Background: an optimization exercise with open tools, aiming at small area, a short achievable clock period and few clock cycles per item. Do not read the settings as production practice. Function was checked by simulation only, so behaviour that the tests miss may differ from the original.

## the reference run
## q16_16_fixed_point_alu
module q16_16_fixed_point_alu #(
	parameter int FRAC_BITS = 16
) (
	input  wire logic                            clk,
	input  wire logic                            arst_n,
	input  wire logic                            in_valid,
	output logic                                 in_ready,
	input  wire logic [q16alu_pkg::CMD_W-1:0]    cmd,
	input  wire logic signed [q16alu_pkg::DATA_W-1:0] operand_a,
	input  wire logic signed [q16alu_pkg::DATA_W-1:0] operand_b,
	output logic                                 out_valid,
	input  wire logic                            out_ready,
	output logic signed [q16alu_pkg::DATA_W-1:0] result,
	output logic                                 divide_by_zero
);
==> module q16_16_fixed_point_alu, before the edit <==
module q16_16_fixed_point_alu #(
	parameter int FRAC_BITS = 16
) (
	input  wire logic                            clk,
	input  wire logic                            arst_n,
	input  wire logic                            in_valid,
	output logic                                 in_ready,
	input  wire logic [q16alu_pkg::CMD_W-1:0]    cmd,
	input  wire logic signed [q16alu_pkg::DATA_W-1:0] operand_a,
	input  wire logic signed [q16alu_pkg::DATA_W-1:0] operand_b,
	output logic                                 out_valid,
	input  wire logic                            out_ready,
	output logic signed [q16alu_pkg::DATA_W-1:0] result,
	output logic                                 divide_by_zero
);
	localparam logic [2:0] CMD_MUL   = 3'd0;
	localparam logic [2:0] CMD_DIV   = 3'd1;
	localparam logic [2:0] CMD_SIGN  = 3'd2;
	localparam logic [2:0] CMD_FLOOR = 3'd3;
	localparam logic [2:0] CMD_CEIL  = 3'd4;
	localparam logic [2:0] CMD_ROUND = 3'd5;
	localparam logic [2:0] CMD_ABS   = 3'd6;
	logic        s_pre, s_div, s_fin, s_mul;	 
	logic        busy;	 
	logic [5:0]  cnt;
	logic        neg;
	logic        c_one, c_two, c_neg;	 
	logic [33:0] R;
	logic [31:0] Q, D;
	logic        dz, ov;
	logic [33:0] X, Y, S;
	logic        sub, bit_in;
	logic [33:0] dsx;
	assign bit_in = !cnt[5] && Q[31];
	assign dsx    = {{2{D[31]}}, D};
	assign S      = X + (Y ^ {34{sub}}) + {33'd0, sub};
	logic x_div, x_sh, x_r, y_q, y_d, y_2d;
	always_comb begin
		x_div = s_div;
		x_sh  = s_mul && cnt <= 6'd8;
		x_r   = !(s_div || x_sh || s_fin);
		X = ({34{x_div}} & {R[32:0], bit_in})
		  | ({34{x_sh}}  & {{2{R[33]}}, R[33:2]})
		  | ({34{x_r}}   & R);
		y_q  = s_pre || s_fin;
		y_d  = s_div || (s_mul && c_one);
		y_2d = s_mul && c_two;
		Y = ({34{y_q}}  & {2'b0, Q})
		  | ({34{y_d}}  & dsx)
		  | ({34{y_2d}} & {dsx[32:0], 1'b0});
		sub = (s_pre && Q[31]) || (s_fin && neg) || (s_div && (!R[33] ^ D[31])) || (s_mul && c_neg);
	end
	logic [15:0] fr, inc;
	logic        a_zero, b_zero, fr_nz, up, triv, dz_in;
	logic [31:0] tv;
	always_comb begin
		fr     = operand_a[15:0];
		inc    = operand_a[31:16] + 16'd1;
		a_zero = operand_a == '0;
		b_zero = operand_b == '0;
		fr_nz  = fr != '0;
		up     = fr[15] && (!operand_a[31] || fr[14:0] != '0);
		dz_in  = (cmd == CMD_DIV) && b_zero;
		triv   = !((cmd == CMD_ABS && operand_a[31]) || (cmd[2:1] == 2'b00 && !a_zero && !b_zero));
		case (cmd)
			CMD_SIGN:  tv = a_zero ? '0 : (operand_a[31] ? '1 : 32'd1);
			CMD_FLOOR: tv = {operand_a[31:16], 16'd0};
			CMD_CEIL:  tv = fr_nz ? {inc, 16'd0} : operand_a;
			CMD_ROUND: tv = up ? {inc, 16'd0} : {operand_a[31:16], 16'd0};
			CMD_ABS:   tv = operand_a;	 
			default:   tv = '0;
		endcase
	end
	function automatic logic [2:0] booth(input logic [2:0] b);	 
		case (b)
			3'b001, 3'b010: booth = 3'b100;
			3'b101, 3'b110: booth = 3'b101;
			3'b011:         booth = 3'b010;
			3'b100:         booth = 3'b011;
			default:        booth = {2'b00, b[2]};
		endcase
	endfunction
	logic [31:0] xb, tb, tbs;
	logic        skip;
	always_comb begin
		xb = D ^ {32{D[31]}};
		tb[31] = xb[31];
		for (int i = 30; i >= 0; i--)
			tb[i] = tb[i+1] | xb[i];
		tbs = {9'd0, tb[31:9]};
		skip = tb[9] && !R[33] && (R[31:0] & ~tbs) == '0 && (cnt <= 6'd24 || (cnt >= 6'd32 && cnt <= 6'd40));
	end
	logic take, mlast, dlast, done;
	assign in_ready = !busy && (!ov || out_ready);
	assign take     = in_valid && in_ready;
	assign mlast    = (cnt == 6'd15) || (cnt[3] && (Q[31:1] == '0 || Q[31:1] == '1));
	assign dlast    = skip ? cnt == 6'd40 : cnt == 6'd47;
	assign done     = s_fin || (s_mul && mlast);
	always_ff @(posedge clk or negedge arst_n) begin
		if (!arst_n) begin
			s_pre <= 1'b0;
			s_div <= 1'b0;
			s_fin <= 1'b0;
			s_mul <= 1'b0;
			busy  <= 1'b0;
			ov    <= 1'b0;
		end else begin
			if (ov && out_ready)
				ov <= 1'b0;
			if (done) begin
				ov    <= 1'b1;
				s_fin <= 1'b0;
				s_mul <= 1'b0;
				busy  <= 1'b0;
			end
			if (s_pre) begin
				s_pre <= 1'b0;
				s_div <= 1'b1;
			end
			if (s_div && dlast) begin
				s_div <= 1'b0;
				s_fin <= 1'b1;
			end
			if (take) begin
				busy <= !triv;
				if (triv)
					ov <= 1'b1;
				else if (cmd == CMD_ABS)
					s_fin <= 1'b1;
				else if (cmd[0] && operand_a[31])
					s_pre <= 1'b1;
				else if (cmd[0])
					s_div <= 1'b1;
				else
					s_mul <= 1'b1;
			end
		end
	end
	logic        d_sk8, d_one, m_one, r_en, q_en;
	logic [33:0] r_n;
	logic [31:0] q_n;
	logic [7:0]  nb8;
	always_comb begin
		d_sk8 = s_div && skip;
		d_one = s_div && !skip;
		m_one = s_mul;
		nb8 = cnt[5] ? 8'd0 : Q[31:24];
		r_n = ({34{take}} & {2'b0, tv})
		    | ({34{d_one || m_one || s_fin}} & S)
		    | ({34{d_sk8}} & {2'b0, R[23:0], nb8});
		r_en = take || s_div || m_one || s_fin;
		q_n = ({32{take}} & operand_a)
		    | ({32{s_pre}} & S[31:0])
		    | ({32{d_one}} & {Q[30:0], !S[33]})
		    | ({32{d_sk8}} & {Q[23:0], 8'd0})
		    | ({32{m_one}} & {{2{Q[31]}}, Q[31:2]});
		q_en = take || s_pre || s_div || s_mul;
	end
	always_ff @(posedge clk) begin
		if (r_en)
			R <= r_n;
		if (q_en)
			Q <= q_n;
		if (s_div)
			cnt <= cnt + (skip ? 6'd8 : 6'd1);
		if (s_mul) begin
			{c_one, c_two, c_neg} <= booth(Q[3:1]);
			if (cnt[3])
				D <= {D[29:0], 2'b0};
			cnt <= cnt + 6'd1;
		end
		if (take) begin
			neg  <= operand_a[31] ^ (operand_b[31] && cmd != CMD_ABS);
			D    <= operand_b;
			dz   <= dz_in;
			cnt  <= 6'd0;
			{c_one, c_two, c_neg} <= booth({operand_a[1:0], 1'b0});
		end
	end
	assign out_valid      = ov;
	assign result         = R[31:0];
	assign divide_by_zero = dz;
endmodule
clock: 10.0 ns
lec_check: 0
cap_margin: 20
core_margin: 2
core_utilization: 40
setup_slack_margin: 5
slew_margin: 20
standard.sh (not shown) runs the stock make flow with config.mk's settings and CLKGATE_MAP_FILE= SYNTH_SCRIPT=/design/flow/synth_recipe.tcl, a recipe that flattens the netlist after the stock synthesis.
==> flow/flow/run.sh <==
#!/bin/bash
set -euo pipefail
bash standard.sh SETUP_SLACK_MARGIN=5.7 finish > flow_make.log 2>&1
The reference run completed end to end with timing, DRC and antenna clean.
Testbench counts of the reference run, summed over its fixed seeds: cycles 145,842, items 24,000.
--- input diff the reference run..the trial run ---
diff --git a/flow/design.v b/flow/design.v
--- a/flow/design.v
+++ b/flow/design.v
@@ -79,5 +79,5 @@
 		up     = fr[15] && (!operand_a[31] || fr[14:0] != '0);
 		dz_in  = (cmd == CMD_DIV) && b_zero;
-		triv   = !((cmd == CMD_ABS && operand_a[31]) || (cmd[2:1] == 2'b00 && !a_zero && !b_zero));
+		triv   = !(cmd == CMD_ABS || (cmd[2:1] == 2'b00 && !a_zero && !b_zero));
 		case (cmd)
 			CMD_SIGN:  tv = a_zero ? '0 : (operand_a[31] ? '1 : 32'd1);
@@ -85,5 +85,4 @@
 			CMD_CEIL:  tv = fr_nz ? {inc, 16'd0} : operand_a;
 			CMD_ROUND: tv = up ? {inc, 16'd0} : {operand_a[31:16], 16'd0};
-			CMD_ABS:   tv = operand_a;	 
 			default:   tv = '0;
 		endcase
@@ -98,6 +97,7 @@
 		endcase
 	endfunction
-	logic [31:0] xb, tb, tbs;
-	logic        skip;
+	localparam int G = 4;
+	logic [31:0] xb, tb;
+	logic        skip, rsmall;
 	always_comb begin
 		xb = D ^ {32{D[31]}};
@@ -105,6 +105,9 @@
 		for (int i = 30; i >= 0; i--)
 			tb[i] = tb[i+1] | xb[i];
-		tbs = {9'd0, tb[31:9]};
-		skip = tb[9] && !R[33] && (R[31:0] & ~tbs) == '0 && (cnt <= 6'd24 || (cnt >= 6'd32 && cnt <= 6'd40));
+		rsmall = !R[33];
+		for (int k = 0; k < 32 / G; k++)
+			if (G * k + G + 8 > 31 || !tb[(G * k + G + 8) & 31])
+				if (R[G * k +: G] != '0) rsmall = 1'b0;
+		skip = tb[8] && rsmall && (cnt <= 6'd24 || (cnt >= 6'd32 && cnt <= 6'd40));
 	end
 	logic take, mlast, dlast, done;
### Flow results
- Higher global-route usage was reported by the reference run, not the trial run.
- Summary — area added between synthesis and finish, the trial run relative to the reference run: lower, by 1.7 points.
- Slowest library cell on the worst path = or3b_4: the reference run; slowest library cell on the worst path = a21oi_4: the trial run
- The reference run reports its critical path start-end classification as reg2reg while the trial run reports in2out.
- | worst hold slack | the reference run vs the trial run | ≈ equal |
- | share of the yosys chip area belonging to registers | the reference run vs the trial run | ≈ equal |
- Higher total placed instance area goes to the reference run over the trial run.
- The reference run → the trial run: combined area of the multi-input logic cells +120 sq um; global-route wire length before repair -about 3%.
Testbench counts of the trial run, summed over its fixed seeds: cycles 151,301, items 24,000.

[what the ideal ports hide]
The results above use ideal ports. As a check the final layouts listed here were re-extracted and re-timed, cells and wires unchanged.
Step 1: set_driving_cell puts a clkbuf_16 on clk and a buf_2 on each other input, an assumption about the parent block.
Step 2, shift: input delay + t, output delay - t, t = (earliest + latest rising clock arrival at the registers) / 2. This alone moves slack from input paths to output paths.
a / b / c = ideal / step 1 / step 2; a / b = the first two.
run	t, ns	slack for setup (ns)	worst setup path after step 2	worst data-port slew with drivers (ns)	pins driven straight from the clock port
the reference run	0.477	5.594 / 5.585 / 5.247	input to register	0.05	1
the trial run	0.464	5.624 / 5.587 / 5.292	input to register	0.04	1
After both steps setup and hold are still met in every run listed. For the reference run, which loses most, drivers alone change the setup slack by -0.009 ns; drivers and shift together by -0.347 ns.
